This design comes from an exercise in tuning for small area and few clock cycles per item on the open sky130 flow, not from production work.
Only simulation tests tie the RTL to the original design; equivalence was not proved.

==> delta <==
==> flow/design.v <==
localparam int img_width  = 32;                    
localparam int img_height = 24;                    
localparam int col_bits = $clog2(img_width + 1);
localparam int row_bits = $clog2(img_height);      
localparam int pixel_bits = 8;                     
localparam int grad_bits  = 11;                    
localparam int mag_bits   = 22;                    
localparam logic [mag_bits-1:0] edge_threshold_sq = 22'd22500;
localparam logic [1:0] FILL  = 2'd0;
localparam logic [1:0] RUN   = 2'd1;
localparam logic [1:0] FLUSH = 2'd2;
`timescale 1ns/1ps
module sobel_top (
    input  logic       clk,
    input  logic       rst_n,
    input  logic       pix_valid,
    output logic       pix_ready,
    input  logic [7:0] pix,
    output logic       edge_valid,
    input  logic       edge_ready,
    output logic       edge_bit,
    output logic       edge_last       
);
    logic [255:0] ring_a;         
    logic [255:0] ring_b;         
    logic [4:0]   tapcol;         
    logic [4:0]   icol;           
    logic [4:0]   irow;           
    logic         fl;             
    logic [4:0]   fcol;           
    logic         fin;            
    logic [7:0]   ibuf;           
    logic         ibuf_v;
    logic [9:0]        v1, v0;        
    logic [8:0]        d1, d0;        
    logic [7:0] tap_a, tap_b;
    logic       can_load, r0, r1, at_i, at_f, idle;
    logic       acc, wl, wf, fin_step, wsh, emit, col0, use_new;
    assign tap_a = ring_a[255:248];
    assign tap_b = ring_b[255:248];
    assign can_load = !edge_valid || edge_ready;
    assign r0       = (irow == 5'd0);
    assign r1       = (irow == 5'd1);
    assign at_i     = (tapcol == icol);
    assign at_f     = (tapcol == fcol);
    assign idle     = r0 && (icol == 5'd0) && !fl;
    assign acc       = ibuf_v && at_i && (r0 ? (!fl || (fcol != icol) || can_load) : can_load);
    assign pix_ready = !ibuf_v || acc;
    assign wl       = acc && !r0;                  
    assign wf       = fl && at_f && can_load;      
    assign fin_step = fin && can_load;
    assign wsh      = wl || wf;
    assign col0     = fl ? (fcol == 5'd0) : (icol == 5'd0);    
    assign use_new  = !col0 && !fin;               
    assign emit     = (wl && !(r1 && icol == 5'd0)) || wf || fin_step;
    logic [7:0]        top, bot;
    logic [9:0]        vn;
    logic [8:0]        dn;
    assign top = (fl || !(r0 || r1)) ? tap_b : 8'd0;
    assign bot = fl ? 8'd0 : ibuf;
    assign vn  = {2'b00, top} + {1'b0, tap_a, 1'b0} + {2'b00, bot};
    assign dn  = {1'b0, bot} - {1'b0, top};
    logic [10:0]        gx, gy;         
    logic [9:0]         ax, b;
    logic               sy;
    logic [7:0]         tq;
    logic [8:0]         cmp;
    logic               is_edge;
    assign gx = (use_new ? {1'b0, vn} : 11'd0) - {1'b0, v0};
    assign gy = {{2{d0[8]}}, d0} + {d1[8], d1, 1'b0} + (use_new ? {{2{dn[8]}}, dn} : 11'd0);
    assign ax = gx[10] ? 10'(-gx) : gx[9:0];
    assign sy = gy[10];
    assign b  = gy[9:0] ^ {10{sy}};
    always_comb begin
        case (ax[7:0])
            8'd0: tq = 8'd150;
            8'd1: tq = 8'd149;
            8'd2: tq = 8'd149;
            8'd3: tq = 8'd149;
            8'd4: tq = 8'd149;
            8'd5: tq = 8'd149;
            8'd6: tq = 8'd149;
            8'd7: tq = 8'd149;
            8'd8: tq = 8'd149;
            8'd9: tq = 8'd149;
            8'd10: tq = 8'd149;
            8'd11: tq = 8'd149;
            8'd12: tq = 8'd149;
            8'd13: tq = 8'd149;
            8'd14: tq = 8'd149;
            8'd15: tq = 8'd149;
            8'd16: tq = 8'd149;
            8'd17: tq = 8'd149;
            8'd18: tq = 8'd148;
            8'd19: tq = 8'd148;
            8'd20: tq = 8'd148;
            8'd21: tq = 8'd148;
            8'd22: tq = 8'd148;
            8'd23: tq = 8'd148;
            8'd24: tq = 8'd148;
            8'd25: tq = 8'd147;
            8'd26: tq = 8'd147;
            8'd27: tq = 8'd147;
            8'd28: tq = 8'd147;
            8'd29: tq = 8'd147;
            8'd30: tq = 8'd146;
            8'd31: tq = 8'd146;
            8'd32: tq = 8'd146;
            8'd33: tq = 8'd146;
            8'd34: tq = 8'd146;
            8'd35: tq = 8'd145;
            8'd36: tq = 8'd145;
            8'd37: tq = 8'd145;
            8'd38: tq = 8'd145;
            8'd39: tq = 8'd144;
            8'd40: tq = 8'd144;
            8'd41: tq = 8'd144;
            8'd42: tq = 8'd144;
            8'd43: tq = 8'd143;
            8'd44: tq = 8'd143;
            8'd45: tq = 8'd143;
            8'd46: tq = 8'd142;
            8'd47: tq = 8'd142;
            8'd48: tq = 8'd142;
            8'd49: tq = 8'd141;
            8'd50: tq = 8'd141;
            8'd51: tq = 8'd141;
            8'd52: tq = 8'd140;
            8'd53: tq = 8'd140;
            8'd54: tq = 8'd139;
            8'd55: tq = 8'd139;
            8'd56: tq = 8'd139;
            8'd57: tq = 8'd138;
            8'd58: tq = 8'd138;
            8'd59: tq = 8'd137;
            8'd60: tq = 8'd137;
            8'd61: tq = 8'd137;
            8'd62: tq = 8'd136;
            8'd63: tq = 8'd136;
            8'd64: tq = 8'd135;
            8'd65: tq = 8'd135;
            8'd66: tq = 8'd134;
            8'd67: tq = 8'd134;
            8'd68: tq = 8'd133;
            8'd69: tq = 8'd133;
            8'd70: tq = 8'd132;
            8'd71: tq = 8'd132;
            8'd72: tq = 8'd131;
            8'd73: tq = 8'd131;
            8'd74: tq = 8'd130;
            8'd75: tq = 8'd129;
            8'd76: tq = 8'd129;
            8'd77: tq = 8'd128;
            8'd78: tq = 8'd128;
            8'd79: tq = 8'd127;
            8'd80: tq = 8'd126;
            8'd81: tq = 8'd126;
            8'd82: tq = 8'd125;
            8'd83: tq = 8'd124;
            8'd84: tq = 8'd124;
            8'd85: tq = 8'd123;
            8'd86: tq = 8'd122;
            8'd87: tq = 8'd122;
            8'd88: tq = 8'd121;
            8'd89: tq = 8'd120;
            8'd90: tq = 8'd120;
            8'd91: tq = 8'd119;
            8'd92: tq = 8'd118;
            8'd93: tq = 8'd117;
            8'd94: tq = 8'd116;
            8'd95: tq = 8'd116;
            8'd96: tq = 8'd115;
            8'd97: tq = 8'd114;
            8'd98: tq = 8'd113;
            8'd99: tq = 8'd112;
            8'd100: tq = 8'd111;
            8'd101: tq = 8'd110;
            8'd102: tq = 8'd109;
            8'd103: tq = 8'd109;
            8'd104: tq = 8'd108;
            8'd105: tq = 8'd107;
            8'd106: tq = 8'd106;
            8'd107: tq = 8'd105;
            8'd108: tq = 8'd104;
            8'd109: tq = 8'd103;
            8'd110: tq = 8'd101;
            8'd111: tq = 8'd100;
            8'd112: tq = 8'd99;
            8'd113: tq = 8'd98;
            8'd114: tq = 8'd97;
            8'd115: tq = 8'd96;
            8'd116: tq = 8'd95;
            8'd117: tq = 8'd93;
            8'd118: tq = 8'd92;
            8'd119: tq = 8'd91;
            8'd120: tq = 8'd90;
            8'd121: tq = 8'd88;
            8'd122: tq = 8'd87;
            8'd123: tq = 8'd85;
            8'd124: tq = 8'd84;
            8'd125: tq = 8'd82;
            8'd126: tq = 8'd81;
            8'd127: tq = 8'd79;
            8'd128: tq = 8'd78;
            8'd129: tq = 8'd76;
            8'd130: tq = 8'd74;
            8'd131: tq = 8'd73;
            8'd132: tq = 8'd71;
            8'd133: tq = 8'd69;
            8'd134: tq = 8'd67;
            8'd135: tq = 8'd65;
            8'd136: tq = 8'd63;
            8'd137: tq = 8'd61;
            8'd138: tq = 8'd58;
            8'd139: tq = 8'd56;
            8'd140: tq = 8'd53;
            8'd141: tq = 8'd51;
            8'd142: tq = 8'd48;
            8'd143: tq = 8'd45;
            8'd144: tq = 8'd42;
            8'd145: tq = 8'd38;
            8'd146: tq = 8'd34;
            8'd147: tq = 8'd29;
            8'd148: tq = 8'd24;
            8'd149: tq = 8'd17;
            8'd150: tq = 8'd0;
            default: tq = 8'd0;             
        endcase
    end
    assign cmp      = {1'b0, b[7:0]} + {1'b0, ~tq} + {8'd0, sy};
    assign is_edge  = (ax > 10'd150) || (|b[9:8]) || cmp[8];
    always_ff @(posedge clk) begin
        ring_a <= {ring_a[247:0], acc ? ibuf : tap_a};
        ring_b <= {ring_b[247:0], acc ? tap_a : tap_b};
    end
    always_ff @(posedge clk) begin
        if (pix_ready) ibuf <= pix;
        if (wsh) begin
            v1 <= vn;
            d1 <= dn;
            v0 <= col0 ? 10'd0 : v1;              
            d0 <= col0 ? 9'd0 : d1;
        end
        if (can_load && emit) begin
            edge_bit  <= is_edge;
            edge_last <= fin_step;
        end
    end
    always_ff @(posedge clk or negedge rst_n) begin
        if (!rst_n) begin
            tapcol     <= 5'd0;
            icol       <= 5'd0;
            irow       <= 5'd0;
            fl         <= 1'b0;
            fin        <= 1'b0;
            edge_valid <= 1'b0;
            ibuf_v     <= 1'b0;
        end else begin
            if (pix_ready) ibuf_v <= pix_valid;
            tapcol <= (idle && !acc) ? 5'd0 : tapcol + 5'd1;
            if (acc) begin
                icol <= icol + 5'd1;
                if (icol == 5'd31) begin
                    irow <= (irow == 5'd23) ? 5'd0 : irow + 5'd1;
                    if (irow == 5'd23) fl <= 1'b1;
                end
            end
            if (wf && fcol == 5'd31) begin
                fl  <= 1'b0;
                fin <= 1'b1;
            end else if (fin_step) begin
                fin <= 1'b0;
            end
            if (can_load) edge_valid <= emit;
        end
    end
    always_ff @(posedge clk) begin
        if (acc && icol == 5'd31 && irow == 5'd23) fcol <= 5'd0;
        else if (wf) fcol <= fcol + 5'd1;
    end
endmodule
==> flow/run.sh <==
#!/bin/bash
# synth_recipe.tcl (not shown) runs the flow's synth.tcl, then flattens the netlist and writes it again
# the make line also repeats each setting of config.mk as NAME=value (left out here)
make -C /OpenROAD-flow-scripts/flow DESIGN_CONFIG=/design/flow/config.mk WORK_HOME=/design/flow/orfs CLKGATE_MAP_FILE= SYNTH_SCRIPT=/design/flow/synth_recipe.tcl finish
==> flow/config.mk <==
export PLATFORM = sky130hd
export DESIGN_NAME = sobel_top
export DESIGN_NICKNAME = sobel_top
export VERILOG_FILES = /design/flow/design.v
export SDC_FILE = /design/flow/constraint.sdc
export NUM_CORES = 4
export LEC_CHECK = 0
export CAP_MARGIN = 20
export CORE_MARGIN = 2
export CORE_UTILIZATION = 40
export CTS_BUF_LIST = sky130_fd_sc_hd__clkbuf_8
export CTS_CLUSTER_DIAMETER = 60
export CTS_CLUSTER_SIZE = 18
export PLACE_DENSITY = 0.6
export SLEW_MARGIN = 20
==> flow/constraint.sdc <==
create_clock -name core_clock -period 8.0 [get_ports {clk}]
set_input_delay 1.6000 -clock core_clock [delete_from_list [all_inputs] [get_ports {clk}]]
set_output_delay 1.6000 -clock core_clock [all_outputs]
set_load 0.01 [all_outputs]
==> cedar: changes against delta <==
--- a/flow/design.v
+++ b/flow/design.v
@@ -26,7 +26,6 @@
     logic [4:0]   tapcol;         
     logic [4:0]   icol;           
-    logic [4:0]   irow;           
+    logic [4:0]   rf;             
     logic         fl;             
-    logic [4:0]   fcol;           
     logic         fin;            
     logic [7:0]   ibuf;           
@@ -37,13 +36,17 @@
     logic       can_load, r0, r1, at_i, at_f, idle;
     logic       acc, wl, wf, fin_step, wsh, emit, col0, use_new;
+    logic [4:0] icol_n, rf_n;
+    logic       fl_n, fin_n;
+    logic       tmask;            
+    logic       unew;             
     assign tap_a = ring_a[255:248];
     assign tap_b = ring_b[255:248];
     assign can_load = !edge_valid || edge_ready;
-    assign r0       = (irow == 5'd0);
-    assign r1       = (irow == 5'd1);
+    assign r0       = fl || (rf == 5'd0);
+    assign r1       = !fl && (rf == 5'd1);
     assign at_i     = (tapcol == icol);
-    assign at_f     = (tapcol == fcol);
+    assign at_f     = (tapcol == rf);
     assign idle     = r0 && (icol == 5'd0) && !fl;
-    assign acc       = ibuf_v && at_i && (r0 ? (!fl || (fcol != icol) || can_load) : can_load);
+    assign acc       = ibuf_v && at_i && (r0 ? (!fl || (rf != icol) || can_load) : can_load);
     assign pix_ready = !ibuf_v || acc;
     assign wl       = acc && !r0;                  
@@ -51,14 +54,19 @@
     assign fin_step = fin && can_load;
     assign wsh      = wl || wf;
-    assign col0     = fl ? (fcol == 5'd0) : (icol == 5'd0);    
-    assign use_new  = !col0 && !fin;               
+    assign col0     = fl ? (rf == 5'd0) : (icol == 5'd0);    
+    assign use_new  = unew;                        
     assign emit     = (wl && !(r1 && icol == 5'd0)) || wf || fin_step;
     logic [7:0]        top, bot;
     logic [9:0]        vn;
     logic [8:0]        dn;
-    assign top = (fl || !(r0 || r1)) ? tap_b : 8'd0;
+    assign top = tmask ? tap_b : 8'd0;
     assign bot = fl ? 8'd0 : ibuf;
-    assign vn  = {2'b00, top} + {1'b0, tap_a, 1'b0} + {2'b00, bot};
-    assign dn  = {1'b0, bot} - {1'b0, top};
+    logic [7:0] tb_s, dn_s;
+    logic       tb_c, dn_c;
+    rca #(8) i_tb (.a(top), .b(bot), .ci(1'b0), .s(tb_s), .co(tb_c));
+    rca #(9) i_vn (.a({tb_c, tb_s[7:1]}), .b({1'b0, tap_a}), .ci(1'b0), .s(vn[9:1]), .co());
+    assign vn[0] = tb_s[0];
+    rca #(8) i_dn (.a(bot), .b(~top), .ci(1'b1), .s(dn_s), .co(dn_c));
+    assign dn = {~dn_c, dn_s};
     logic [10:0]        gx, gy;         
     logic [9:0]         ax, b;
@@ -67,6 +75,13 @@
     logic [8:0]         cmp;
     logic               is_edge;
-    assign gx = (use_new ? {1'b0, vn} : 11'd0) - {1'b0, v0};
-    assign gy = {{2{d0[8]}}, d0} + {d1[8], d1, 1'b0} + (use_new ? {{2{dn[8]}}, dn} : 11'd0);
+    logic [9:0] vk, gx_s, y1;
+    logic [8:0] dk;
+    logic       gx_c;
+    assign vk = use_new ? vn : 10'd0;
+    assign dk = use_new ? dn : 9'd0;
+    rca #(10) i_gx (.a(vk), .b(~v0), .ci(1'b1), .s(gx_s), .co(gx_c));
+    assign gx = {~gx_c, gx_s};
+    rca #(10) i_y1 (.a({d0[8], d0}), .b({dk[8], dk}), .ci(1'b0), .s(y1), .co());
+    rca #(11) i_gy (.a({y1[9], y1}), .b({d1[8], d1, 1'b0}), .ci(1'b0), .s(gy), .co());
     assign ax = gx[10] ? 10'(-gx) : gx[9:0];
     assign sy = gy[10];
@@ -228,5 +243,5 @@
         endcase
     end
-    assign cmp      = {1'b0, b[7:0]} + {1'b0, ~tq} + {8'd0, sy};
+    assign cmp = {1'b0, b[7:0]} + {1'b0, ~tq} + {8'd0, sy};
     assign is_edge  = (ax > 10'd150) || (|b[9:8]) || cmp[8];
     always_ff @(posedge clk) begin
@@ -249,33 +264,66 @@
     always_ff @(posedge clk or negedge rst_n) begin
         if (!rst_n) begin
-            tapcol     <= 5'd0;
             icol       <= 5'd0;
-            irow       <= 5'd0;
+            rf         <= 5'd0;
             fl         <= 1'b0;
             fin        <= 1'b0;
+            tmask      <= 1'b0;
+            unew       <= 1'b0;
             edge_valid <= 1'b0;
             ibuf_v     <= 1'b0;
         end else begin
             if (pix_ready) ibuf_v <= pix_valid;
-            tapcol <= (idle && !acc) ? 5'd0 : tapcol + 5'd1;
-            if (acc) begin
-                icol <= icol + 5'd1;
-                if (icol == 5'd31) begin
-                    irow <= (irow == 5'd23) ? 5'd0 : irow + 5'd1;
-                    if (irow == 5'd23) fl <= 1'b1;
-                end
-            end
-            if (wf && fcol == 5'd31) begin
-                fl  <= 1'b0;
-                fin <= 1'b1;
-            end else if (fin_step) begin
-                fin <= 1'b0;
-            end
+            icol  <= icol_n;
+            rf    <= rf_n;
+            fl    <= fl_n;
+            fin   <= fin_n;
+            tmask <= fl_n || (rf_n > 5'd1);
+            unew  <= !(fl_n ? (rf_n == 5'd0) : (icol_n == 5'd0)) && !fin_n;
             if (can_load) edge_valid <= emit;
         end
     end
+    always_comb begin
+        icol_n = acc ? icol + 5'd1 : icol;
+        rf_n   = rf;
+        fl_n   = fl;
+        fin_n  = fin;
+        if (acc && icol == 5'd31) begin
+            if (fl) begin
+                rf_n = 5'd1;                      
+            end else if (rf == 5'd23) begin
+                rf_n = 5'd0;                      
+                fl_n = 1'b1;
+            end else begin
+                rf_n = rf + 5'd1;
+            end
+        end else if (wf) begin
+            rf_n = rf + 5'd1;                     
+        end
+        if (wf && rf == 5'd31) begin
+            fl_n  = 1'b0;
+            fin_n = 1'b1;
+        end else if (fin_step) begin
+            fin_n = 1'b0;
+        end
+    end
     always_ff @(posedge clk) begin
-        if (acc && icol == 5'd31 && irow == 5'd23) fcol <= 5'd0;
-        else if (wf) fcol <= fcol + 5'd1;
+        tapcol <= (idle && !acc) ? 5'd0 : tapcol + 5'd1;
+    end
+endmodule
+module rca #(
+    parameter int W = 8
+) (
+    input  logic [W-1:0] a,
+    input  logic [W-1:0] b,
+    input  logic         ci,
+    output logic [W-1:0] s,
+    output logic         co
+);
+    logic [W:0] c;
+    assign c[0] = ci;
+    for (genvar i = 0; i < W; i++) begin : g_bit
+        assign s[i]   = a[i] ^ b[i] ^ c[i];
+        assign c[i+1] = (a[i] & b[i]) | (c[i] & (a[i] | b[i]));
     end
+    assign co = c[W];
 endmodule
==> ember: changes against delta <==
--- a/flow/design.v
+++ b/flow/design.v
@@ -26,7 +26,6 @@
     logic [4:0]   tapcol;         
     logic [4:0]   icol;           
-    logic [4:0]   irow;           
+    logic [4:0]   rf;             
     logic         fl;             
-    logic [4:0]   fcol;           
     logic         fin;            
     logic [7:0]   ibuf;           
@@ -37,13 +36,17 @@
     logic       can_load, r0, r1, at_i, at_f, idle;
     logic       acc, wl, wf, fin_step, wsh, emit, col0, use_new;
+    logic [4:0] icol_n, rf_n;
+    logic       fl_n, fin_n;
+    logic       tmask;            
+    logic       unew;             
     assign tap_a = ring_a[255:248];
     assign tap_b = ring_b[255:248];
     assign can_load = !edge_valid || edge_ready;
-    assign r0       = (irow == 5'd0);
-    assign r1       = (irow == 5'd1);
+    assign r0       = fl || (rf == 5'd0);
+    assign r1       = !fl && (rf == 5'd1);
     assign at_i     = (tapcol == icol);
-    assign at_f     = (tapcol == fcol);
+    assign at_f     = (tapcol == rf);
     assign idle     = r0 && (icol == 5'd0) && !fl;
-    assign acc       = ibuf_v && at_i && (r0 ? (!fl || (fcol != icol) || can_load) : can_load);
+    assign acc       = ibuf_v && at_i && (r0 ? (!fl || (rf != icol) || can_load) : can_load);
     assign pix_ready = !ibuf_v || acc;
     assign wl       = acc && !r0;                  
@@ -51,14 +54,19 @@
     assign fin_step = fin && can_load;
     assign wsh      = wl || wf;
-    assign col0     = fl ? (fcol == 5'd0) : (icol == 5'd0);    
-    assign use_new  = !col0 && !fin;               
+    assign col0     = fl ? (rf == 5'd0) : (icol == 5'd0);    
+    assign use_new  = unew;                        
     assign emit     = (wl && !(r1 && icol == 5'd0)) || wf || fin_step;
     logic [7:0]        top, bot;
     logic [9:0]        vn;
     logic [8:0]        dn;
-    assign top = (fl || !(r0 || r1)) ? tap_b : 8'd0;
+    assign top = tmask ? tap_b : 8'd0;
     assign bot = fl ? 8'd0 : ibuf;
-    assign vn  = {2'b00, top} + {1'b0, tap_a, 1'b0} + {2'b00, bot};
-    assign dn  = {1'b0, bot} - {1'b0, top};
+    logic [7:0] tb_s, dn_s;
+    logic       tb_c, dn_c;
+    rca #(8) i_tb (.a(top), .b(bot), .ci(1'b0), .s(tb_s), .co(tb_c));
+    rca #(9) i_vn (.a({tb_c, tb_s[7:1]}), .b({1'b0, tap_a}), .ci(1'b0), .s(vn[9:1]), .co());
+    assign vn[0] = tb_s[0];
+    rca #(8) i_dn (.a(bot), .b(~top), .ci(1'b1), .s(dn_s), .co(dn_c));
+    assign dn = {~dn_c, dn_s};
     logic [10:0]        gx, gy;         
     logic [9:0]         ax, b;
@@ -67,6 +75,13 @@
     logic [8:0]         cmp;
     logic               is_edge;
-    assign gx = (use_new ? {1'b0, vn} : 11'd0) - {1'b0, v0};
-    assign gy = {{2{d0[8]}}, d0} + {d1[8], d1, 1'b0} + (use_new ? {{2{dn[8]}}, dn} : 11'd0);
+    logic [9:0] vk, gx_s, y1;
+    logic [8:0] dk;
+    logic       gx_c;
+    assign vk = use_new ? vn : 10'd0;
+    assign dk = use_new ? dn : 9'd0;
+    rca #(10) i_gx (.a(vk), .b(~v0), .ci(1'b1), .s(gx_s), .co(gx_c));
+    assign gx = {~gx_c, gx_s};
+    rca #(10) i_y1 (.a({d0[8], d0}), .b({dk[8], dk}), .ci(1'b0), .s(y1), .co());
+    rca #(11) i_gy (.a({y1[9], y1}), .b({d1[8], d1, 1'b0}), .ci(1'b0), .s(gy), .co());
     assign ax = gx[10] ? 10'(-gx) : gx[9:0];
     assign sy = gy[10];
@@ -228,5 +243,5 @@
         endcase
     end
-    assign cmp      = {1'b0, b[7:0]} + {1'b0, ~tq} + {8'd0, sy};
+    assign cmp = {1'b0, b[7:0]} + {1'b0, ~tq} + {8'd0, sy};
     assign is_edge  = (ax > 10'd150) || (|b[9:8]) || cmp[8];
     always_ff @(posedge clk) begin
@@ -249,33 +264,66 @@
     always_ff @(posedge clk or negedge rst_n) begin
         if (!rst_n) begin
-            tapcol     <= 5'd0;
             icol       <= 5'd0;
-            irow       <= 5'd0;
+            rf         <= 5'd0;
             fl         <= 1'b0;
             fin        <= 1'b0;
+            tmask      <= 1'b0;
+            unew       <= 1'b0;
             edge_valid <= 1'b0;
             ibuf_v     <= 1'b0;
         end else begin
             if (pix_ready) ibuf_v <= pix_valid;
-            tapcol <= (idle && !acc) ? 5'd0 : tapcol + 5'd1;
-            if (acc) begin
-                icol <= icol + 5'd1;
-                if (icol == 5'd31) begin
-                    irow <= (irow == 5'd23) ? 5'd0 : irow + 5'd1;
-                    if (irow == 5'd23) fl <= 1'b1;
-                end
-            end
-            if (wf && fcol == 5'd31) begin
-                fl  <= 1'b0;
-                fin <= 1'b1;
-            end else if (fin_step) begin
-                fin <= 1'b0;
-            end
+            icol  <= icol_n;
+            rf    <= rf_n;
+            fl    <= fl_n;
+            fin   <= fin_n;
+            tmask <= fl_n || (rf_n > 5'd1);
+            unew  <= !(fl_n ? (rf_n == 5'd0) : (icol_n == 5'd0)) && !fin_n;
             if (can_load) edge_valid <= emit;
         end
     end
+    always_comb begin
+        icol_n = acc ? icol + 5'd1 : icol;
+        rf_n   = rf;
+        fl_n   = fl;
+        fin_n  = fin;
+        if (acc && icol == 5'd31) begin
+            if (fl) begin
+                rf_n = 5'd1;                      
+            end else if (rf == 5'd23) begin
+                rf_n = 5'd0;                      
+                fl_n = 1'b1;
+            end else begin
+                rf_n = rf + 5'd1;
+            end
+        end else if (wf) begin
+            rf_n = rf + 5'd1;                     
+        end
+        if (wf && rf == 5'd31) begin
+            fl_n  = 1'b0;
+            fin_n = 1'b1;
+        end else if (fin_step) begin
+            fin_n = 1'b0;
+        end
+    end
     always_ff @(posedge clk) begin
-        if (acc && icol == 5'd31 && irow == 5'd23) fcol <= 5'd0;
-        else if (wf) fcol <= fcol + 5'd1;
+        tapcol <= (idle && !acc) ? 5'd0 : tapcol + 5'd1;
+    end
+endmodule
+module rca #(
+    parameter int W = 8
+) (
+    input  logic [W-1:0] a,
+    input  logic [W-1:0] b,
+    input  logic         ci,
+    output logic [W-1:0] s,
+    output logic         co
+);
+    logic [W:0] c;
+    assign c[0] = ci;
+    for (genvar i = 0; i < W; i++) begin : g_bit
+        assign s[i]   = a[i] ^ b[i] ^ c[i];
+        assign c[i+1] = (a[i] & b[i]) | (c[i] & (a[i] | b[i]));
     end
+    assign co = c[W];
 endmodule
GPL_TIMING_DRIVEN = 0   (was not set)
==> results_dict.tcl <==
set metrics [dict create \
    status "timing/DRC/antenna clean" \
    relSlewSlack_pct 24.2 \
    regArea_um2 12200 \
    required_ps 8290 \
    nets 1396 \
    hold_slack_ps 319 \
    first_global_vias 8580 \
    initial_core_util_pct 40.5 \
    finalWorstSetupSlack_ps 553 \
    synth_area_leaders "dfxtp_1 (61%), edfxtp_1 (8.1%), ha_1 (4.5%)" \
    p_int_mw 4.33 \
    yosysSeqAreaShare_pct 71.9 \
    r2r_setup_slack_ps 550 \
    arrival_ps 7740 \
    fmax_mhz 134 \
    grtUsageMet1_pct 17.7 \
    sh_seq_area_pct 64.9 \
    multi_input_area_um2 4600 \
    buffers 54 \
    n_clock_buffer 42 \
]
Source of the figures above: delta

==> results_dict.tcl <==
set metrics [dict create \
    grtUsageMet1_pct 17.1 \
    synth_area_leaders "dfxtp_1 (64%), edfxtp_1 (8.5%), fa_1 (5.7%)" \
    setup_viol 1 \
    n_clock_buffer 44 \
    buffers 73 \
    fmax_mhz 123 \
    arrival_ps 8410 \
    so_faults "setup timing" \
    status "failed layout checks" \
    finalWorstSetupSlack_ps -136 \
    multi_input_area_um2 3930 \
    required_ps 8280 \
    relSlewSlack_pct 46.8 \
]
Source of the figures above: ember

==> results_dict.tcl <==
set metrics [dict create \
    status "timing/DRC/antenna clean" \
    yosysSeqAreaShare_pct 74.9 \
    clockBufferDepth 3 \
    first_global_vias 7697 \
    buffers 61 \
    sh_seq_area_pct 67.2 \
    hold_slack_ps 322 \
    grtUsageMet1_pct 16.9 \
    multi_input_area_um2 3750 \
    finalWorstSetupSlack_ps 153 \
    cts_buffers 40 \
    fmax_mhz 127 \
    n_clock_buffer 40 \
    initial_core_util_pct 40.7 \
    via_count 7562 \
    required_ps 8280 \
    nets 1272 \
    synth_area_leaders "dfxtp_1 (64%), edfxtp_1 (8.5%), fa_1 (5.7%)" \
    regArea_um2 12100 \
]
Source of the figures above: cedar

Testbench counts of delta, summed over its fixed seeds: cycles 24,856, pixels 24,576.
Testbench counts of cedar, summed over its fixed seeds: cycles 24,856, pixels 24,576.
Testbench counts of ember, summed over its fixed seeds: cycles 24,856, pixels 24,576.

[re-timing with driven ports]
The flow's constraints put no driver on any port. The routed layouts listed below were extracted and timed again, unchanged, in two steps. Step 1 assumes that a clkbuf_16 drives the clock port and a buf_2 every other input. Step 2 moves the port delays by t, midway between the first and last clock arrival at a register: inputs arrive t later, outputs are due t later. That takes back most of the time a late clock gives input paths. Slacks: ideal / step 1 / step 2; pairs: ideal / step 1.
run	shift t [ns]	setup slack, ns	clock arrival spread, ns	worst slew at a driven data input, ns	cell pins on the clock port's net
delta	0.619	0.553 / 0.553 / 0.553	0.025 / 0.025	0.05	1
cedar	0.603	0.153 / 0.153 / 0.153	0.031 / 0.031	0.04	1
ember	0.598	-0.136 / -0.136 / -0.136	0.042 / 0.042	0.03	1
